Context: an optimization exercise on an open-source flow, tuned for small area. The choices shown serve that exercise and are no tape-out recipe. RTL that was checked went through simulation tests only; none was proved equivalent to the original. The RTL of run 4 was laid out without a check of its function. Power is estimated from default activity; no workload was simulated.

[flow/config.mk]
export PLATFORM = sky130hd
export DESIGN_NAME = acw_gate
export DESIGN_NICKNAME = acw_gate
export VERILOG_FILES = /design/flow/design.v
export SDC_FILE = /design/flow/constraint.sdc
export NUM_CORES = 4
export LEC_CHECK = 0
export CAP_MARGIN = 20
export CORE_MARGIN = 2
export CORE_UTILIZATION = 40
export CTS_BUF_LIST = sky130_fd_sc_hd__clkbuf_8
export CTS_CLUSTER_DIAMETER = 100
export CTS_CLUSTER_SIZE = 30
export SETUP_SLACK_MARGIN = 0
export SLEW_MARGIN = 20
export BUFFER_PORTS_ARGS = -buffer_cell sky130_fd_sc_hd__buf_1
export REMOVE_ABC_BUFFERS = 1
export CTS_ARGS = -sink_clustering_enable -repair_clock_nets -dont_use_dummy_load -buf_list sky130_fd_sc_hd__clkbuf_4 -sink_clustering_size 10 -sink_clustering_max_diameter 40
export DONT_USE_CELLS += sky130_fd_sc_hd__buf_6 sky130_fd_sc_hd__buf_8 sky130_fd_sc_hd__buf_12 sky130_fd_sc_hd__buf_16 sky130_fd_sc_hd__bufbuf_8 sky130_fd_sc_hd__bufbuf_16
[flow/constraint.sdc]
create_clock -name core_clock -period 6.0 [get_ports {clk}]
set_input_delay 1.2000 -clock core_clock [delete_from_list [all_inputs] [get_ports {clk}]]
set_output_delay 1.2000 -clock core_clock [all_outputs]
set_load 0.01 [all_outputs]
[flow/design.v]
module acw_gate (
	input  logic        clk,
	input  logic        rst_n,
	input  logic        host_a_valid,
	input  logic [2:0]  host_a_opcode,
	input  logic [31:0] host_a_address,
	input  logic [31:0] host_a_data,
	input  logic [7:0]  host_a_source,
	input  logic [1:0]  host_a_size,
	input  logic [3:0]  host_a_mask,
	input  logic        host_d_ready,
	output logic        host_d_valid,
	output logic [2:0]  host_d_opcode,
	output logic [31:0] host_d_data,
	output logic [7:0]  host_d_source,
	output logic        host_d_error,
	output logic        host_a_ready,
	output logic        dev_a_valid,
	output logic [2:0]  dev_a_opcode,
	output logic [31:0] dev_a_address,
	output logic [31:0] dev_a_data,
	output logic [7:0]  dev_a_source,
	output logic [1:0]  dev_a_size,
	output logic [3:0]  dev_a_mask,
	output logic        dev_d_ready,
	input  logic        dev_d_valid,
	input  logic [2:0]  dev_d_opcode,
	input  logic [31:0] dev_d_data,
	input  logic [7:0]  dev_d_source,
	input  logic        dev_d_error,
	input  logic        dev_a_ready,
	input  logic        cpu_a_valid,
	input  logic [2:0]  cpu_a_opcode,
	input  logic [31:0] cpu_a_address,
	input  logic [31:0] cpu_a_data,
	input  logic [7:0]  cpu_a_source,
	input  logic [1:0]  cpu_a_size,
	input  logic [3:0]  cpu_a_mask,
	input  logic        cpu_d_ready,
	output logic        cpu_d_valid,
	output logic [2:0]  cpu_d_opcode,
	output logic [31:0] cpu_d_data,
	output logic [7:0]  cpu_d_source,
	output logic        cpu_d_error,
	output logic        cpu_a_ready,
	output logic        irq
);
	logic        rsp_valid_q;
	logic        rsp_op_q;
	logic [31:0] rsp_data_q;
	logic [7:0]  rsp_src_q;
	logic        rsp_err_q;
	logic [7:0] ofs;
	logic accept, is_put, is_get, in_map, is_rd, is_wr, ok, wr_ok;
	assign accept = cpu_a_valid && !rsp_valid_q;
	assign ofs = cpu_a_address[9:2];
	assign is_put = (cpu_a_opcode == 3'd0) || (cpu_a_opcode == 3'd1);
	assign is_get = cpu_a_opcode == 3'd4;
	assign in_map = ofs < 8'd17;
	assign is_rd = in_map && (ofs != 8'd0) && (ofs != 8'd6);
	assign is_wr = in_map && ((ofs == 8'd0) || (ofs >= 8'd4));
	assign ok = (cpu_a_size == 2'd2) && (&cpu_a_mask) && (cpu_a_address[31:10] == 22'd0) &&
		((is_put && is_wr) || (is_get && is_rd));
	assign wr_ok = accept && ok && is_put;
	logic [31:0] cfg_q [0:1];
	logic [29:0] bnd_q [0:7];
	logic [9:0]  tv_q;
	logic [9:0]  we;
	always_comb begin
		for (int k = 0; k < 10; k++)
			we[k] = wr_ok && (ofs == 8'(k + 7));
	end
	always_ff @(posedge clk) begin
		for (int k = 0; k < 2; k++)
			if (we[k]) cfg_q[k] <= cpu_a_data;
		for (int k = 0; k < 8; k++)
			if (we[k + 2]) bnd_q[k] <= cpu_a_data[29:0];
	end
	always_ff @(posedge clk, negedge rst_n) begin
		if (!rst_n) tv_q <= '0;
		else tv_q <= tv_q | we;
	end
	logic [29:0] ra;
	logic [7:0] lt;
	logic [7:0] tor, pr, pw;
	logic [7:0] match;
	logic allow;
	assign ra = host_a_address[31:2];
	function automatic logic less(input logic [29:0] a, input logic [29:0] b);
		logic c;
		c = 1'b0;
		for (int i = 0; i < 30; i++)
			c = (!a[i] && b[i]) || ((!a[i] || b[i]) && c);
		less = c;
	endfunction
	always_comb begin
		for (int i = 0; i < 8; i++) begin
			lt[i] = tv_q[i + 2] && less(ra, bnd_q[i]);
			tor[i] = tv_q[i / 4] && (cfg_q[i / 4][(i % 4) * 8 + 3 +: 2] == 2'd1);
			pr[i] = cfg_q[i / 4][(i % 4) * 8];
			pw[i] = cfg_q[i / 4][(i % 4) * 8 + 1];
		end
		match[0] = tor[0] && lt[0];
		for (int i = 1; i < 8; i++)
			match[i] = tor[i] && lt[i] && !lt[i - 1];
	end
	logic hit, sr, sw;
	always_comb begin
		hit = 1'b0;
		sr = 1'b0;
		sw = 1'b0;
		for (int i = 7; i >= 0; i--) begin
			if (match[i]) begin
				hit = 1'b1;
				sr = pr[i];
				sw = pw[i];
			end
		end
		case (host_a_opcode)
			3'd4: allow = hit && sr;
			3'd0, 3'd1: allow = hit && sw;
			default: allow = 1'b0;
		endcase
	end
	logic [1:0]  st_q;
	logic        deny_q;
	logic        rec_v_q;
	logic [31:0] rec_addr_q;
	logic [2:0]  rec_op_q;
	logic [7:0]  rec_src_q;
	logic        idle, pend, denied, go_idle;
	assign idle = st_q == 2'd0;
	assign pend = st_q == 2'd1 || st_q == 2'd2;
	assign denied = idle && host_a_valid && !allow;
	assign go_idle = wr_ok && (ofs == 8'd0);
	always_ff @(posedge clk, negedge rst_n) begin
		if (!rst_n) begin
			st_q <= 2'd0;
			deny_q <= 1'b0;
			rec_v_q <= 1'b0;
		end else begin
			deny_q <= denied;
			if (denied) rec_v_q <= 1'b1;
			case (st_q)
				2'd0: if (denied) st_q <= 2'd1;
				2'd1: begin
					if (go_idle) st_q <= host_d_ready ? 2'd0 : 2'd2;
					else if (host_d_ready) st_q <= 2'd3;
				end
				2'd2: if (host_d_ready) st_q <= 2'd0;
				default: if (go_idle) st_q <= 2'd0;
			endcase
		end
	end
	always_ff @(posedge clk) begin
		if (denied) begin
			rec_addr_q <= host_a_address;
			rec_op_q <= host_a_opcode;
			rec_src_q <= host_a_source;
		end
	end
	assign dev_a_valid = idle && host_a_valid && allow;
	assign dev_a_opcode = host_a_opcode;
	assign dev_a_address = host_a_address;
	assign dev_a_data = host_a_data;
	assign dev_a_source = host_a_source;
	assign dev_a_size = host_a_size;
	assign dev_a_mask = host_a_mask;
	assign dev_d_ready = host_d_ready && !pend;
	assign host_d_valid = pend || dev_d_valid;
	assign host_d_opcode = pend ? {2'b00, rec_op_q == 3'd4} : dev_d_opcode;
	assign host_d_data = pend ? 32'd0 : dev_d_data;
	assign host_d_source = pend ? rec_src_q : dev_d_source;
	assign host_d_error = pend || dev_d_error;
	assign host_a_ready = idle && dev_a_ready && allow;
	logic intr_state_q, intr_en_q;
	logic [31:0] rdata;
	logic rd_go;
	logic [16:1] rs;
	assign rd_go = accept && ok && is_get;
	always_comb begin
		for (int k = 1; k <= 16; k++)
			rs[k] = rd_go && (ofs == 8'(k));
		rs[1] = rs[1] && rec_v_q;
		rs[2] = rs[2] && rec_v_q;
		for (int k = 0; k < 10; k++)
			rs[k + 7] = rs[k + 7] && tv_q[k];
	end
	always_comb begin
		rdata = ({32{rs[1]}} & rec_addr_q) | ({32{rs[2]}} & {29'd0, rec_op_q}) |
			({32{rs[3]}} & {30'd0, st_q}) | ({32{rs[4]}} & {31'd0, intr_state_q}) |
			({32{rs[5]}} & {31'd0, intr_en_q}) | ({32{rs[7]}} & cfg_q[0]) |
			({32{rs[8]}} & cfg_q[1]);
		for (int k = 0; k < 8; k++)
			rdata = rdata | ({32{rs[k + 9]}} & {2'b00, bnd_q[k]});
	end
	always_ff @(posedge clk, negedge rst_n) begin
		if (!rst_n) begin
			rsp_valid_q <= 1'b0;
			rsp_op_q <= 1'b0;
			rsp_data_q <= '0;
			rsp_src_q <= '0;
			rsp_err_q <= 1'b0;
		end else if (accept) begin
			rsp_valid_q <= 1'b1;
			rsp_op_q <= is_get || !ok;
			rsp_data_q <= rdata;
			rsp_src_q <= cpu_a_source;
			rsp_err_q <= !ok;
		end else if (cpu_d_ready) begin
			rsp_valid_q <= 1'b0;
		end
	end
	always_ff @(posedge clk, negedge rst_n) begin
		if (!rst_n) begin
			intr_state_q <= 1'b0;
			intr_en_q <= 1'b0;
		end else begin
			if (deny_q || (wr_ok && (ofs == 8'd6) && cpu_a_data[0]))
				intr_state_q <= 1'b1;
			else if (wr_ok && (ofs == 8'd4))
				intr_state_q <= 1'b0;
			if (wr_ok && (ofs == 8'd5))
				intr_en_q <= cpu_a_data[0];
		end
	end
	assign cpu_d_valid = rsp_valid_q;
	assign cpu_d_opcode = {2'b00, rsp_op_q};
	assign cpu_d_data = rsp_data_q;
	assign cpu_d_source = rsp_src_q;
	assign cpu_d_error = rsp_err_q;
	assign cpu_a_ready = !rsp_valid_q;
	assign irq = intr_state_q && intr_en_q;
endmodule
[flow/flow/run.sh]
#!/bin/bash
# Standard ORFS layout with these changes:
#  - port buffers use the smallest buffer cell (repair upsizes where timing needs it)
#  - buffers left by synthesis are removed at floorplan (repair re-buffers where needed)
#  - clock tree synthesis without dummy loads, with larger sink clusters
#  - after the standard synthesis, repair may not use the largest buffer cells
set -euo pipefail
cat >> config.mk <<'EOC'
export BUFFER_PORTS_ARGS = -buffer_cell sky130_fd_sc_hd__buf_1
export REMOVE_ABC_BUFFERS = 1
export CTS_ARGS = -sink_clustering_enable -repair_clock_nets -dont_use_dummy_load -buf_list sky130_fd_sc_hd__clkbuf_4 -sink_clustering_size 10 -sink_clustering_max_diameter 40
EOC
bash standard.sh synth > synth_flow.log 2>&1
cat >> config.mk <<'EOC'
export DONT_USE_CELLS += sky130_fd_sc_hd__buf_6 sky130_fd_sc_hd__buf_8 sky130_fd_sc_hd__buf_12 sky130_fd_sc_hd__buf_16 sky130_fd_sc_hd__bufbuf_8 sky130_fd_sc_hd__bufbuf_16
EOC
bash standard.sh finish > standard_flow.log 2>&1
[flow/standard.sh]
#!/bin/bash
# synth_recipe.tcl (not shown) runs the flow's synth.tcl, then flattens the netlist and writes it again
# the make line also repeats each setting of config.mk as NAME=value (left out here)
make -C /OpenROAD-flow-scripts/flow DESIGN_CONFIG=/design/flow/config.mk WORK_HOME=/design/flow/orfs CLKGATE_MAP_FILE= SYNTH_SCRIPT=/design/flow/synth_recipe.tcl "${@:-finish}"
==> results.yml, run 1 <==
setup_path:
  crit_path_end_kind: "output pin"
  crit_chain: "buf_1 -> and2b_1 -> maj3_1 -> a2111oi_4 -> buf_4 -> o311ai_0 -> buf_1 -> a22oi_1 -> buf_1 -> nor4_1 -> a211o_1 -> o211ai_1 -> a31oi_2 -> nor2_1 -> and3_1 -> buf_1"
  critical_path_class: "primary input to output pin"
  slowest_delay_ns: 0.47
  cp.required_ns: 4.80
  cpMostUsedCell: "buf_1"
  crit_path_top_delay_cell: "a2111oi_4"
  cp_max_fo: 3
  critPathBufInv: 5
  cp-start-kind: "primary input"
  arrival_ns: 4.71
  path_delay_family: "compound AO/OA/AOI/OAI gates"
placed_design:
  dpl.hpwl_um: 55700
  placed_cell_area_um2: 21800
  placed_cells: 2645
  dp_slack_ns: 0.143
  portBuffers: 309
  place_congestion: 0.968
floorplan:
  core_region_area_um2: 49100
  fp.dieW_um: 227
  ios: 390
  rows: 81
  dieArea_um2: 51700
  die_h_um: 227
  start_util_pct: 40.7
sta:
  fin_crit_sh_pct: 98.6
  hold_ws_ns: 0.471
  fin_crit_ns: 5.91
  fmax_mhz: 169
  worst_slack_ns: 0.0853
  slew_headroom_pct: 27.3
  clock_skew_ns: 0.129
  finalSetupViolations: 0
  hold_viol: 0
  slew_viol_final: 0
  tightestPinTransition_ns: 1.09
power:
  powerDensity_nw_per_um2: 261
  p_leak_nw: 7.44
  ir_drop_uv: 133
yosys:
  synth_flop_cell: "edfxtp_1"
  synth_edf_count: 347
  yosysTopAreaCellShare_pct: 52.2
  ys_top_cells_by_area: "edfxtp_1, dfrtp_1, buf_4"
  syn_inst: 1695
  synth_area_um2: 20000
  async_flop_share_pct: 14.5
  seq_area_frac_synth_pct: 59.6
  synth_cell_types: 79
  yosysWarnings: 3
  avgSynthCellArea_um2: 11.8
  ys_seq_elements: 406
  yosysTopAreaCell: "edfxtp_1"
clock_tree:
  cts_tree: "done"
  cts_buffer_depth: 3
  cts-root-buf: "clkbuf_4"
  cts_buffers: 67
  ctsHoldBuffers: 0
  clk_pin_slew_ns: 0.10
  cts_sinks: 406
  clk_latency_ns: 0.84
  htreeDepth: 3
grt:
  grt-ovfl-total: 0
  grt_usage_pct: 29.9
  grt_pass1_wl_um: 111000
  first_global_vias: 16300
  grt_start_max_net_pins: 52
  antenna_found_initial: 3
layout:
  finish.utilization_pct: 45.6
  fin_area_um2: 22400
  synthToLayoutAreaGrowth_pct: 12.1
  nets: 2267
  final_common_cell: "buf_1"
  layout_common_cells: "buf_1, edfxtp_1, nand2_1, a21oi_1, a22oi_1"
  instances_no_fill: 2715
  drive_gt1_share_pct: 10.4
routing:
  avgRoutedWirePerCell_um: 28.8
  num_vias: 16900
  drt_iter0_markers: 2170
  first_pass_iters: 7
  ant_nets: 0
  drt-total-wl_um: 78100
  drc: 0
  via_per_inst: 6.23
hold_path:
  hold_class: "flip-flop to flip-flop"
flow_run:
  drv_cap: 0
status:
  status: "finished clean"
## sequential cells by signal (all words and copies together) (netlist names), 2 cells and up
signal,cells
rec_op_q,3
rsp_data_q,32
rec_addr_q,32
cfg_q,64
rsp_src_q,8
st_q,2
rec_src_q,8
bnd_q,240
tv_q,10
## worst min-delay path, delay by kind of cell, from the launching register on
kind | cells | cell delay, ns
compound gates | 1 | 0.06
flops | 1 | 0.33
simple gates | 1 | 0.06
## cell families after synthesis
family	count (synthesis)	synth area share [%]
AO/OA/AOI/OAI	482	18.0
XOR/XNOR	1	0.0439
adder cells (fa/ha/maj)	50	2.54
buffers and inverters	240	6.22
flip-flops	406	59.6
multiplexers	13	0.740
other	1	0.0188
AND/OR/NAND/NOR	502	12.9
## stage by stage
stage                 TNS, ns  power (mW)
floorplan                   0        3.89
global placement            0        4.43
detailed placement          0        4.44
CTS                         0        5.87
global route        -0.000622        6.11
finish                      0        5.84
## synth_stat cells (16+ instances only)
master / instances
nor3_1: 25
inv_1: 74
nand2_1: 140
nand3_1: 20
nor2_1: 88
buf_4: 84
o22ai_1: 37
dfrtp_1: 59
a22oi_1: 78
clkbuf_1: 51
o21ai_0: 37
edfxtp_1: 347
nand2b_1: 59
a221oi_1: 37
a21oi_1: 89
buf_2: 20
maj3_1: 47
nor4_1: 16
and3_1: 29
nor2b_1: 70
a222oi_1: 46
a31oi_1: 16
## final timing paths
kind	start	to	slack [ns]	cells after the start
setup / recovery	host_a_address[20]	host_a_ready	0.09	16
hold / removal	cfg_q[1][30]	rsp_data_q[30]	0.47	2
setup reg to reg	bnd_q[5][18]	rec_addr_q[22]	1.46	15
hold reg to reg	cfg_q[1][30]	rsp_data_q[30]	0.47	2
max in group asynchronous	rst_n	rsp_data_q[22]	4.21	2
min in group asynchronous	rst_n	rsp_data_q[23]	0.56	1
## report_power, final
| group | total [mW] | leakage [nW] | switching [mW] | internal (mW) |
|---|---|---|---|---|
| Sequential | 3.25 | 3.85 | 0.0620 | 3.18 |
| Combinational | 1.14 | 3.28 | 0.751 | 0.387 |
| Clock | 1.46 | 0.308 | 0.943 | 0.512 |
## layer usage
metal | vias to the layer above | GRT usage, % | share of wire (%)
met3 | 164 | 7.14 | 11
met2 | 1221 | 46.8 | 45
met4 | 0 | 12.0 | 3.7
met5 | - | 0.380 | 0
met1 | 8346 | 40.1 | 40
li1 | 7179 | - | -
## cell type report
type,count,area [µm²]
tap,664,831
clock buffer,67,503
multi-input combinational,1050,7010
fill,4607,26700
inverter,81,304
timing repair buffer,444,1820
antenna,3,7.51
sequential,406,11900
## repair_timing
action                                  4_1_cts  5_1_grt
buffers inserted                              0        0
resized for setup                             0       16
endpoints found under the setup margin        0        2
==> run 2, diff against run 1 <==
==> flow/flow/run.sh (replaced) <==
#!/bin/bash
# Standard ORFS layout with these changes:
#  - port buffers use the smallest buffer cell (repair upsizes where timing needs it)
#  - buffers left by synthesis are removed at floorplan (repair re-buffers where needed)
#  - clock tree synthesis without dummy loads, with larger sink clusters
#  - after the standard synthesis, repair may not use the largest buffer cells
set -euo pipefail
cat >> config.mk <<'EOC'
export BUFFER_PORTS_ARGS = -buffer_cell sky130_fd_sc_hd__buf_1
export REMOVE_ABC_BUFFERS = 1
export CTS_ARGS = -sink_clustering_enable -repair_clock_nets -dont_use_dummy_load -buf_list sky130_fd_sc_hd__clkbuf_8 -sink_clustering_size 16 -sink_clustering_max_diameter 60
EOC
bash standard.sh synth > synth_flow.log 2>&1
cat >> config.mk <<'EOC'
export DONT_USE_CELLS += sky130_fd_sc_hd__buf_4 sky130_fd_sc_hd__buf_6 sky130_fd_sc_hd__buf_8 sky130_fd_sc_hd__buf_12 sky130_fd_sc_hd__buf_16 sky130_fd_sc_hd__bufbuf_8 sky130_fd_sc_hd__bufbuf_16
EOC
bash standard.sh finish > standard_flow.log 2>&1
==> flow/config.mk (replaced) <==
export PLATFORM = sky130hd
export DESIGN_NAME = acw_gate
export DESIGN_NICKNAME = acw_gate
export VERILOG_FILES = /design/flow/design.v
export SDC_FILE = /design/flow/constraint.sdc
export NUM_CORES = 4
export LEC_CHECK = 0
export CAP_MARGIN = 20
export CORE_MARGIN = 2
export CORE_UTILIZATION = 55
export SETUP_SLACK_MARGIN = 0
export SLEW_MARGIN = 20
export BUFFER_PORTS_ARGS = -buffer_cell sky130_fd_sc_hd__buf_1
export REMOVE_ABC_BUFFERS = 1
export CTS_ARGS = -sink_clustering_enable -repair_clock_nets -dont_use_dummy_load -buf_list sky130_fd_sc_hd__clkbuf_8 -sink_clustering_size 16 -sink_clustering_max_diameter 60
export DONT_USE_CELLS += sky130_fd_sc_hd__buf_4 sky130_fd_sc_hd__buf_6 sky130_fd_sc_hd__buf_8 sky130_fd_sc_hd__buf_12 sky130_fd_sc_hd__buf_16 sky130_fd_sc_hd__bufbuf_8 sky130_fd_sc_hd__bufbuf_16
==> run 2 against run 1 <==
Register-to-register slack about the same; final area down 1.2%; sequential power barely moved; synthesized area unchanged; routed wire length is 4.1% lower; core utilization is 16 points higher; synthesized cell count stayed put; count of clock-buffer cells in the layout fell by 30; worst hold slack lost 0.026 ns; global-route usage is 9.2 points higher; critical endpoint unchanged.
==> results.yml, run 2 <==
status:
  status: "finished clean"
setup_path:
  crit_chain: "buf_1 -> inv_1 -> buf_2 -> a211o_1 -> o221ai_1 -> o21a_1 -> o311ai_0 -> a22oi_1 -> or3_1 -> o221ai_1 -> o211ai_2 -> a31oi_2 -> nor2_1 -> and3_1 -> buf_1"
  cp.required_ns: 4.80
  cp_max_fo: 10
  slowest_delay_ns: 0.60
  r2r-start: "bnd_q[4][15]"
  critical_path_class: "primary input to output pin"
  arrival_ns: 4.68
  crit_path_top_delay_cell: "o311ai_0"
  crit_path_end_kind: "output pin"
  startpoint: "host_a_address[5]"
  reg2reg_slack_ns: 1.46
  cp-start-kind: "primary input"
hold_path:
  hold_class: "flip-flop to flip-flop"
  hold_start: "deny_q"
layout:
  top_regs: "bnd_q x240, cfg_q x64"
  layout_common_cells: "buf_1, edfxtp_1, nand2_1, a21oi_1, a22oi_1"
  nets: 2253
  synthToLayoutAreaGrowth_pct: 10.8
  largest_reg_flops: 240
  finish.utilization_pct: 62.0
  regMostFlops: "bnd_q"
  drive_gt1_share_pct: 9.00
  final_common_cell: "buf_1"
yosys:
  synth_cell_types: 79
  async_flop_share_pct: 14.5
  avgSynthCellArea_um2: 11.8
  muxShareOfSynthArea_pct: 0.740
  synth_edf_count: 347
  ys_top_cells_by_area: "edfxtp_1, dfrtp_1, buf_4"
  yosysTopAreaCell: "edfxtp_1"
  yosysWarnings: 3
  syn_inst: 1695
  synth-simple-area-share_pct: 12.9
  synth_top_family_by_area: "compound AO/OA/AOI/OAI gates"
  ys_seq_elements: 406
  seq_area_frac_synth_pct: 59.6
  synth_compound_area_share_pct: 18.0
  yosysMostFrequentCell: "edfxtp_1"
  synth_area_um2: 20000
  ys_top_cells_by_count: "edfxtp_1, nand2_1, a21oi_1"
  synth_flop_cell: "edfxtp_1"
  synthAdderAreaFrac_pct: 2.54
  synth_xor_area_share_pct: 0.0439
  yosysTopAreaCellShare_pct: 52.2
sta:
  fin_crit_sh_pct: 98.0
  hold_viol: 0
  fin_crit_ns: 5.88
  slew_headroom_pct: 36.3
  fmax_mhz: 170
  finalSetupViolations: 0
  slew_viol_final: 0
  worst_slack_ns: 0.121
  rsz0062_at_grt: "false"
  clock_skew_ns: 0.0535
  tns_ns: 0
  tightestPinTransition_ns: 0.955
grt:
  grt_usage_pct: 39.1
  grt-ovfl-total: 0
  grt_start_max_net_pins: 35
  antenna_found_initial: 2
  first_global_vias: 16000
  grt_pass1_wl_um: 108000
placed_design:
  portBuffers: 309
  dpl.hpwl_um: 54600
  place_congestion: 0.972
  dp_slack_ns: 0.171
power:
  powerDensity_nw_per_um2: 265
  total_power_mw: 5.85
  p_leak_nw: 7.42
  ir_drop_uv: 204
clock_tree:
  clk_latency_ns: 0.60
  cts_buffer_depth: 3
  cts_buffers: 37
  cts_tree: "done"
  clk_pin_slew_ns: 0.05
  htreeDepth: 2
  cts_sinks: 406
  cts-root-buf: "clkbuf_8"
routing:
  num_vias: 16800
  ant_nets: 0
  first_pass_iters: 8
  drt-total-wl_um: 74900
  drt_iter0_markers: 2745
  drc: 0
  avgRoutedWirePerCell_um: 30.0
  via_per_inst: 6.73
floorplan:
  ios: 390
  dieArea_um2: 37800
  die_h_um: 195
  start_util_pct: 56.0
  fp.dieW_um: 195
  rows: 69
  core_region_area_um2: 35700
flow_run:
  drv_cap: 0
-- run 2: where the power goes --
part           switching [mW]  internal [mW]  leakage, nW
Sequential             0.0574           3.18         3.85
Clock                   0.900          0.554        0.266
Combinational           0.779          0.378         3.31
-- run 2: what timing repair did --
item	4_1_cts	5_1_grt
gates resized for setup	0	8
hold buffers	0	0
endpoints found under the hold margin	0	0
setup buffers	0	1
setup endpoints to repair	0	2
-- run 2: layer usage --
metal	wire length (µm)	global-route usage, %
met5	12	1.28
met4	2140	11.9
met3	9930	8.97
met2	33400	59.9
met1	29400	55.7
-- run 2: worst paths after layout --
kind / end / cells past startpoint
setup / recovery: host_a_ready / 15
hold / removal: intr_state_q / 2
setup reg to reg: rec_addr_q[23] / 15
hold reg to reg: intr_state_q / 2
max in group asynchronous: rsp_data_q[1] / 2
min in group asynchronous: rsp_data_q[23] / 1
-- run 2: worst max-delay path, delay by kind of cell --
family / cells / cell delay, ns
and+or+nand+nor: 3 / 0.71
buffers and inverters: 4 / 0.76
AOI/OAI and AO/OA: 8 / 2.00
-- run 2: cell type report --
| type | count | area [µm²] |
|---|---|---|
| fillers | 2965 | 13500 |
| inverters | 81 | 304 |
| diodes | 1 | 2.50 |
| flip-flops and latches | 406 | 11900 |
| multi-input cells | 1050 | 7000 |
| repair buffers | 460 | 1820 |
| clock buffers | 37 | 509 |
| well taps | 461 | 577 |
-- run 2: stage by stage --
stage          cell area [µm²]  cells  hold slack, ns
6_report                 22100   2496           0.445
5_1_grt                  22100   2496           0.460
4_1_cts                  22100   2494           0.444
3_5_place_dp             21600   2457           0.434
3_3_place_gp             21600   2457           0.427
2_1_floorplan            19000   1537           0.411
-- run 2: cell families (layout without fill, tap and decap cells) --
| family | after synthesis | in the layout |
|---|---|---|
| xor+xnor | 1 | 1 |
| other cells | 1 | 3 |
| flops | 406 | 406 |
| compound gates | 482 | 482 |
| mux | 13 | 13 |
| fa+ha+maj | 50 | 50 |
| buf+inv | 240 | 578 |
| simple gates | 502 | 502 |
==> run 3, diff against run 2 <==
--- a/flow/config.mk
+++ b/flow/config.mk
@@ -7,7 +7,10 @@
 export LEC_CHECK = 0
 export CAP_MARGIN = 20
 export CORE_MARGIN = 2
-export CORE_UTILIZATION = 55
+export CORE_UTILIZATION = 40
+export CTS_BUF_LIST = sky130_fd_sc_hd__clkbuf_8
+export CTS_CLUSTER_DIAMETER = 100
+export CTS_CLUSTER_SIZE = 30
 export SETUP_SLACK_MARGIN = 0
 export SLEW_MARGIN = 20
 export BUFFER_PORTS_ARGS = -buffer_cell sky130_fd_sc_hd__buf_1
==> run 3 against run 2 <==
Still clean on timing, DRC and antenna; count of clock-buffer cells in the layout increased by 2; sequential power barely moved; first-iteration DRC count is 15% lower; total power up 0.81%; worst hold slack better by 0.017 ns; sequential cell count did not move; worst setup slack better by 0.017 ns; die area is 37% higher; critical path type unchanged; largest power group unchanged.
==> results.yml, run 3 <==
sta:
  slew_viol_final: 0
  fin_crit_ns: 5.86
  tightestPinTransition_ns: 1.07
  hold_viol: 0
  tns_ns: 0
  finalSetupViolations: 0
  hold_ws_ns: 0.462
  fin_crit_sh_pct: 97.7
  worst_slack_ns: 0.138
  clock_skew_ns: 0.0594
  slew_headroom_pct: 28.4
  fmax_mhz: 171
  rsz0062_at_grt: "false"
routing:
  dr_wl_met3_um: 8790
  drt_iter0_markers: 2341
  wl_met1_um: 30900
  top_layer_used: "met4"
  via_per_inst: 6.19
  drc: 0
  wl_met2_um: 35500
  num_vias: 16700
  ant_nets: 0
  avgRoutedWirePerCell_um: 28.9
  first_pass_iters: 8
  drt-total-wl_um: 77800
setup_path:
  critical_path_class: "primary input to output pin"
  crit_path_end_kind: "output pin"
  cp.required_ns: 4.80
  cp-start-kind: "primary input"
  arrival_ns: 4.66
  cp_max_fo: 9
clock_tree:
  cts-root-buf: "clkbuf_8"
  htreeDepth: 2
  cts_buffers: 39
  clk_latency_ns: 0.65
  cts_resized: 0
  cts_tree: "done"
  cts_buffer_depth: 3
  cts_setup_buffers: 0
  cts_sinks: 406
  ctsHoldBuffers: 0
  clk_pin_slew_ns: 0.07
layout:
  regMostFlops: "bnd_q"
  nets: 2246
  synthToLayoutAreaGrowth_pct: 12.1
  drive_gt1_share_pct: 9.23
  top_regs: "bnd_q x240, cfg_q x64"
  instances_no_fill: 2694
  finish.utilization_pct: 45.6
  fin_area_um2: 22400
  largest_reg_flops: 240
  layout_common_cells: "buf_1, edfxtp_1, nand2_1, a21oi_1, a22oi_1"
  final_common_cell: "buf_1"
yosys:
  syn_inst: 1695
  synth_flop_cell: "edfxtp_1"
  yosysTopAreaCellShare_pct: 52.2
  ys_top_cells_by_area: "edfxtp_1, dfrtp_1, buf_4"
  synth_edf_count: 347
  synth_xor_area_share_pct: 0.0439
  async_flop_share_pct: 14.5
  ys_top_cells_by_count: "edfxtp_1, nand2_1, a21oi_1"
  avgSynthCellArea_um2: 11.8
  yosysMostFrequentCell: "edfxtp_1"
  synth_compound_area_share_pct: 18.0
  muxShareOfSynthArea_pct: 0.740
  yosysTopAreaCell: "edfxtp_1"
  synth_cell_types: 79
  synth_top_family_by_area: "compound AO/OA/AOI/OAI gates"
  seq_area_frac_synth_pct: 59.6
  synth_area_um2: 20000
  yosysWarnings: 3
  synthAdderAreaFrac_pct: 2.54
  ys_seq_elements: 406
  synth-simple-area-share_pct: 12.9
floorplan:
  fp.dieW_um: 227
  rows: 81
  ios: 390
  core_region_area_um2: 49100
  start_util_pct: 40.7
  dieArea_um2: 51700
  die_h_um: 227
grt:
  first_global_vias: 16200
  grt_usage_pct: 29.8
  antenna_found_initial: 3
  grt-ovfl-total: 0
  grt_pass1_wl_um: 111000
  grt_start_max_net_pins: 32
status:
  status: "finished clean"
placed_design:
  dpl.hpwl_um: 57400
  placed_cell_area_um2: 21800
  dp_slack_ns: 0.130
  portBuffers: 309
  place_congestion: 0.951
  placed_cells: 2652
power:
  ir_drop_uv: 158
  powerDensity_nw_per_um2: 264
  total_power_mw: 5.90
  p_leak_nw: 7.43
hold_path:
  hold_class: "flip-flop to flip-flop"
flow_run:
  drv_cap: 0
## run 3: worst max-delay path: stages
cell and delay [ns]:
buf_1 0.20, buf_2 0.22, a222oi_1 0.47, o21ai_0 0.30, nor4_1 0.43, buf_2 0.20, o2111ai_1 0.21, a211o_1 0.32
o32ai_2 0.19, a211o_1 0.17, o211ai_1 0.12, a31oi_4 0.24, nor2_1 0.09, and3_1 0.18, buf_1 0.12
## run 3: final cells by class
cell class                 count  area (µm²)
timing repair buffer         451        1790
fill                        4622       26700
tap                          664         831
sequential                   406       11900
antenna                        3        7.51
inverter                      81         304
multi-input combinational   1050        7010
clock buffer                  39         537
## run 3: logic make-up (layout without fill, tap and decap cells)
kind of cell	Yosys count	count (layout)
fa+ha+maj	50	50
mux	13	13
compound gates	482	482
buf+inv	240	571
xor+xnor	1	1
simple gates	502	502
other cells	1	5
flops	406	406
## run 3: report_power, final
group          total [mW]  switching [mW]  internal (mW)  leakage, nW
Clock                1.51           0.930          0.582        0.280
Sequential           3.25          0.0648           3.19         3.85
Combinational        1.14           0.756          0.382         3.30
## run 3: worst paths after layout
kind | to | from | slack (ns) | cells after the start
max in group asynchronous | rsp_data_q[30] | rst_n | 4.29 | 2
min reg2reg | intr_state_q | deny_q | 0.46 | 2
min in group asynchronous | rsp_data_q[22] | rst_n | 0.54 | 1
max reg2reg | rec_addr_q[5] | bnd_q[4][15] | 1.57 | 15
max | host_a_ready | host_a_address[25] | 0.14 | 15
min | intr_state_q | deny_q | 0.46 | 2
## run 3: metal layers
| layer | track usage (%) | vias to the layer above |
|---|---|---|
| li1 | - | 7128 |
| met1 | 40.4 | 8201 |
| met2 | 47.5 | 1187 |
| met3 | 6.44 | 159 |
| met4 | 10.1 | 0 |
| met5 | 0.380 | - |
==> run 4, diff against run 3 <==
--- a/flow/design.v
+++ b/flow/design.v
@@ -1,3 +1,47 @@
+module acw_region_check (
+	input  logic [29:0]  ra,
+	input  logic [2:0]   opcode,
+	input  logic [239:0] bnd,
+	input  logic [7:0]   bnd_v,
+	input  logic [7:0]   tor,
+	input  logic [7:0]   pr,
+	input  logic [7:0]   pw,
+	output logic         allow
+);
+	logic [7:0] lt, match;
+	logic hit, sr, sw;
+	function automatic logic less(input logic [29:0] a, input logic [29:0] b);
+		logic c;
+		c = 1'b0;
+		for (int i = 0; i < 30; i++)
+			c = (!a[i] && b[i]) || ((!a[i] || b[i]) && c);
+		less = c;
+	endfunction
+	always_comb begin
+		for (int i = 0; i < 8; i++)
+			lt[i] = bnd_v[i] && less(ra, bnd[i * 30 +: 30]);
+		match[0] = tor[0] && lt[0];
+		for (int i = 1; i < 8; i++)
+			match[i] = tor[i] && lt[i] && !lt[i - 1];
+	end
+	always_comb begin
+		hit = 1'b0;
+		sr = 1'b0;
+		sw = 1'b0;
+		for (int i = 7; i >= 0; i--) begin
+			if (match[i]) begin
+				hit = 1'b1;
+				sr = pr[i];
+				sw = pw[i];
+			end
+		end
+		case (opcode)
+			3'd4: allow = hit && sr;
+			3'd0, 3'd1: allow = hit && sw;
+			default: allow = 1'b0;
+		endcase
+	end
+endmodule
 module acw_gate (
 	input  logic        clk,
 	input  logic        rst_n,
@@ -80,48 +124,25 @@
 		if (!rst_n) tv_q <= '0;
 		else tv_q <= tv_q | we;
 	end
-	logic [29:0] ra;
-	logic [7:0] lt;
 	logic [7:0] tor, pr, pw;
-	logic [7:0] match;
 	logic allow;
-	assign ra = host_a_address[31:2];
-	function automatic logic less(input logic [29:0] a, input logic [29:0] b);
-		logic c;
-		c = 1'b0;
-		for (int i = 0; i < 30; i++)
-			c = (!a[i] && b[i]) || ((!a[i] || b[i]) && c);
-		less = c;
-	endfunction
 	always_comb begin
 		for (int i = 0; i < 8; i++) begin
-			lt[i] = tv_q[i + 2] && less(ra, bnd_q[i]);
 			tor[i] = tv_q[i / 4] && (cfg_q[i / 4][(i % 4) * 8 + 3 +: 2] == 2'd1);
 			pr[i] = cfg_q[i / 4][(i % 4) * 8];
 			pw[i] = cfg_q[i / 4][(i % 4) * 8 + 1];
 		end
-		match[0] = tor[0] && lt[0];
-		for (int i = 1; i < 8; i++)
-			match[i] = tor[i] && lt[i] && !lt[i - 1];
-	end
-	logic hit, sr, sw;
-	always_comb begin
-		hit = 1'b0;
-		sr = 1'b0;
-		sw = 1'b0;
-		for (int i = 7; i >= 0; i--) begin
-			if (match[i]) begin
-				hit = 1'b1;
-				sr = pr[i];
-				sw = pw[i];
-			end
-		end
-		case (host_a_opcode)
-			3'd4: allow = hit && sr;
-			3'd0, 3'd1: allow = hit && sw;
-			default: allow = 1'b0;
-		endcase
-	end
+	end
+	acw_region_check u_check (
+		.ra(host_a_address[31:2]),
+		.opcode(host_a_opcode),
+		.bnd({bnd_q[7], bnd_q[6], bnd_q[5], bnd_q[4], bnd_q[3], bnd_q[2], bnd_q[1], bnd_q[0]}),
+		.bnd_v(tv_q[9:2]),
+		.tor(tor),
+		.pr(pr),
+		.pw(pw),
+		.allow(allow)
+	);
 	logic [1:0]  st_q;
 	logic        deny_q;
 	logic        rec_v_q;
==> flow/flow/run.sh (replaced) <==
#!/bin/bash
# ORFS layout with these changes:
#  - synthesis is the standard synthesis script, except that the region check module is
#    mapped by abc on its own for speed and the rest of the design for area, then flattened
#  - port buffers use the smallest buffer cell (repair upsizes where timing needs it)
#  - buffers left by synthesis are removed at floorplan (repair re-buffers where needed)
#  - clock tree synthesis without dummy loads, with larger sink clusters
#  - after synthesis, repair may use only the two smallest plain buffer cells
set -euo pipefail
W=$PWD
rm -rf "$W/scripts_synth"
cp -r "$FLOW_HOME/scripts" "$W/scripts_synth"
cp flow/abc_check.script flow/abc_top.script "$W/scripts_synth/"
python3 flow/patch_synth.py "$W/scripts_synth/synth.tcl"
cat >> config.mk <<'EOC'
export BUFFER_PORTS_ARGS = -buffer_cell sky130_fd_sc_hd__buf_1
export REMOVE_ABC_BUFFERS = 1
export CTS_ARGS = -sink_clustering_enable -repair_clock_nets -dont_use_dummy_load -buf_list sky130_fd_sc_hd__clkbuf_8 -sink_clustering_size 16 -sink_clustering_max_diameter 60
EOC
bash standard.sh SCRIPTS_DIR="$W/scripts_synth" synth > synth_flow.log 2>&1
cat >> config.mk <<'EOC'
export DONT_USE_CELLS += sky130_fd_sc_hd__buf_4 sky130_fd_sc_hd__buf_6 sky130_fd_sc_hd__buf_8 sky130_fd_sc_hd__buf_12 sky130_fd_sc_hd__buf_16 sky130_fd_sc_hd__bufbuf_8 sky130_fd_sc_hd__bufbuf_16
EOC
bash standard.sh finish > standard_flow.log 2>&1
==> flow/flow/abc_check.script (new file) <==
&get -n
&st
&dch
&nf
&st
&syn2
&if -g -K 6
&synch2
&nf
&st
&syn2
&if -g -K 6
&synch2
&nf -R 10
&put
==> flow/flow/abc_top.script (new file) <==
strash
&get -n
&st
&dch -f
&nf -R 1000 -a
&put
==> flow/flow/patch_synth.py (new file) <==
# Patch a copy of ORFS's synth.tcl: keep the region check module apart until mapping, map it
# for speed (abc_check.script) and the rest of the design for area (abc_top.script).
import sys
p = sys.argv[1]
s = open(p).read()
old = """  synth -flatten -run :fine {*}$synth_full_args"""
new = """  setattr -mod -set keep_hierarchy 1 acw_region_check
  synth -flatten -run :fine {*}$synth_full_args"""
assert s.count(old) == 1
s = s.replace(old, new)
old = """  log_cmd abc {*}$abc_args
} else {"""
new = """  log_cmd abc {*}[lreplace $abc_args 1 1 $::env(SCRIPTS_DIR)/abc_check.script] acw_region_check
  log_cmd abc {*}[lreplace $abc_args 1 1 $::env(SCRIPTS_DIR)/abc_top.script] $::env(DESIGN_NAME)
} else {"""
assert s.count(old) == 1
s = s.replace(old, new)
open(p, "w").write(s)
==> run 4 against run 3 <==
Now fails the layout checks on negative setup slack; sequential power fell by 3%; sequential share of layout area down 2.3 points; clock skew about the same; die area shrank 2.2%; fmax shrank 3.8%; routed wire length down 8.1%; synthesized area decreased by 2.3%; synthesized cell count fell by 8.6%; non-clock buffer count is 144 higher; clock power barely moved; total power decreased by 11%; critical endpoint is now dev_a_valid; critical path type unchanged.
==> results.yml, run 4 <==
grt:
  grt_start_max_net_pins: 35
  antenna_found_initial: 4
  grt_pass1_wl_um: 104000
  first_global_vias: 16100
  grt-ovfl-total: 0
  grt_usage_pct: 27.7
setup_path:
  crit_path_end_kind: "output pin"
  cp.required_ns: 4.80
  path_delay_family: "compound AO/OA/AOI/OAI gates"
  cp_max_fo: 4
  crit_path_top_delay_cell: "maj3_1"
  cp-start-kind: "primary input"
  slowest_delay_ns: 0.40
  critPathBufInv: 6
  r2r-start: "bnd_q[7][0]"
  arrival_ns: 4.90
  critical_path_class: "primary input to output pin"
  crit_chain: "buf_2 -> buf_2 -> nand2b_1 -> maj3_1 -> o221ai_2 -> a211oi_2 -> buf_2 -> o2111ai_4 -> a21oi_4 -> buf_2 -> o41ai_2 -> a311oi_2 -> a41oi_2 -> buf_2 -> mux2i_1 -> o211ai_1 -> a211oi_4 -> and3_4 -> buf_2"
  cpMostUsedCell: "buf_2"
  startpoint: "host_a_address[2]"
routing:
  drt-total-wl_um: 71400
  via_per_inst: 6.13
  num_vias: 16700
  avgRoutedWirePerCell_um: 26.3
  ant_nets: 0
  drt_iter0_markers: 2197
  first_pass_iters: 7
  drc: 0
clock_tree:
  cts_tree: "done"
  cts-root-buf: "clkbuf_8"
  cts_sinks: 406
  cts_buffers: 38
  clk_pin_slew_ns: 0.08
  clk_latency_ns: 0.64
  cts_buffer_depth: 3
  htreeDepth: 2
yosys:
  synth_cell_types: 61
  yosysWarnings: 4
  syn_inst: 1550
  yosysMostFrequentCell: "edfxtp_1"
  seq_area_frac_synth_pct: 61.0
  yosysTopAreaCellShare_pct: 53.4
  ys_top_cells_by_count: "edfxtp_1, a22oi_1, buf_4, clkinv_1, nor2b_1"
  ys_seq_elements: 406
  synth_flop_cell: "edfxtp_1"
  avgSynthCellArea_um2: 12.6
  async_flop_share_pct: 14.5
  synth_area_um2: 19500
  ys_top_cells_by_area: "edfxtp_1, dfrtp_1, a22oi_1"
  synth_edf_count: 347
  yosysTopAreaCell: "edfxtp_1"
layout:
  fin_area_um2: 23400
  instances_no_fill: 2718
  top_regs: "bnd_q x240, cfg_q x64"
  finish.utilization_pct: 48.8
  largest_reg_flops: 240
  nets: 2319
  regMostFlops: "bnd_q"
  final_common_cell: "buf_1"
  layout_common_cells: "buf_1, edfxtp_1, buf_2, a22oi_1, nor2b_1"
  drive_gt1_share_pct: 17.7
  synthToLayoutAreaGrowth_pct: 19.8
floorplan:
  ios: 390
  rows: 80
  start_util_pct: 40.7
  core_region_area_um2: 47900
  fp.dieW_um: 225
  die_h_um: 225
  dieArea_um2: 50500
power:
  ir_drop_uv: 157
  total_power_mw: 5.23
  p_leak_nw: 7.60
  powerDensity_nw_per_um2: 224
sta:
  tns_ns: -0.134
  finalSetupViolations: 2
  tightestPinTransition_ns: 1.15
  slew_headroom_pct: 22.6
  fin_crit_ns: 6.10
  rsz0062_at_grt: "true"
  fmax_mhz: 164
  clock_skew_ns: 0.0593
  hold_viol: 0
  worst_slack_ns: -0.0953
  slew_viol_final: 0
  hold_ws_ns: 0.455
  fin_crit_sh_pct: 102
status:
  status: "finished with violations"
  checkFailReasons: "negative setup slack"
placed_design:
  dpl.hpwl_um: 52500
  placed_cells: 2659
  dp_slack_ns: -0.705
  placed_cell_area_um2: 22200
  place_congestion: 0.939
  portBuffers: 309
hold_path:
  hold_start: "deny_q"
  hold_class: "flip-flop to flip-flop"
flow_run:
  drv_cap: 0
==> run 4: changes by cell type in the layout (fill, tap and decap cells not counted), sizes merged, moves of 25 or more <==
cell / previous run / this run
a21oi: 89 / 35
a22oi: 78 / 137
and3: 29 / 4
buf: 447 / 584
clkinv: 3 / 81
inv: 78 / 2
nand2: 140 / 62
nand3: 20 / 74
nor2: 88 / 61
o22a: 1 / 28
==> run 4: cell families (layout without fill, tap and decap cells) <==
group	after synthesis	count (layout)	synth area share [%]
other	1	5	0.0192
flip-flops	406	406	61.0
AND/OR/NAND/NOR	435	435	11.9
AO/OA/AOI/OAI	453	453	17.6
adder cells (fa/ha/maj)	67	67	3.48
multiplexers	20	20	1.14
buffers and inverters	168	717	4.85
==> run 4: Yosys stat by module, one instance, submodules excluded <==
module | cells | copies in the design
acw_gate | 946 | 1
acw_region_check | 604 | 1
==> run 4: worst paths after layout <==
kind                                  end  slack, ns  cells past startpoint
max in group asynchronous  rsp_data_q[12]       4.28                      2
hold / removal               intr_state_q       0.46                      2
hold reg to reg              intr_state_q       0.46                      2
min in group asynchronous  rsp_data_q[20]       0.50                      1
setup reg to reg           rec_addr_q[17]       1.33                     16
setup / recovery              dev_a_valid       -0.1                     19
==> run 4: where the power goes <==
group | internal, mW | total (mW) | leakage [nW] | switching, mW
Sequential | 3.12 | 3.15 | 3.84 | 0.0328
Clock | 0.568 | 1.49 | 0.273 | 0.919
Combinational | 0.224 | 0.595 | 3.49 | 0.371
==> run 4: area by class of cell <==
cell class	count	area [µm²]
Tap cell	615	769
Antenna cell	3	7.51
Timing Repair Buffer	595	2530
Sequential cell	406	11900
Multi-Input combinational cell	977	7310
Clock buffer	38	523
Inverter	84	333
Fill cell	4387	24600
==> run 4: repair_timing <==
action	in CTS	in global routing
endpoints found under the setup margin	2	2
hold buffers	0	0
pin swaps	36	45
buffers inserted	17	4
gates resized for setup	104	58
==> run 4: worst reg2reg max path: stages, from the launching register on <==
cell	delay [ns]
edfxtp_1	0.44
nor2b_1	0.17
maj3_2	0.31
maj3_2	0.31
a221o_1	0.38
o2111ai_4	0.11
a31oi_4	0.15
maj3_2	0.37
a22oi_1	0.17
a221o_1	0.25
a21oi_4	0.11
a2111oi_4	0.36
a211oi_2	0.06
o211ai_1	0.17
a211oi_4	0.15
nor2_4	0.39
buf_1	0.42
==> run 4: per-layer routing <==
layer  share of wire (%)  up-vias  global-route usage [%]  wire, µm
li1                    -     7241                       -         -
met1                  42     8297                    38.6     29900
met2                  46      978                    43.9     32700
met3                 9.5      133                    5.45      6820
met4                 2.8        2                    7.84      2000
met5               0.062        -                   0.782        44

==> separate check: timing with driven ports <==
Ports are ideal in the flow. The routed layouts listed here were re-timed in OpenROAD. Step 1, drivers: a clkbuf_16 drives clk and a buf_2 each remaining input, both assumed. Step 2 also shifts input and output timing later by t, the mid clock arrival at the registers, as if the neighbouring blocks saw the same clock. Three values: ideal ports, drivers, drivers and shift; two values: the first two.
| run | t (ns) | slack for setup (ns) | worst hold slack (ns) | worst setup path after step 2 | worst slew at a driven data input, ns |
|---|---|---|---|---|---|
| run 1 | 0.834 | 0.085 / 0.062 / 0.062 | 0.471 / 0.471 / 0.471 | input to output | 0.13 |
| run 2 | 0.625 | 0.121 / 0.099 / 0.099 | 0.445 / 0.445 / 0.445 | input to output | 0.14 |
| run 3 | 0.675 | 0.138 / 0.115 / 0.115 | 0.462 / 0.462 / 0.462 | input to output | 0.12 |
| run 4 | 0.672 | -0.095 / -0.114 / -0.114 | 0.455 / 0.455 / 0.455 | input to output | 0.12 |
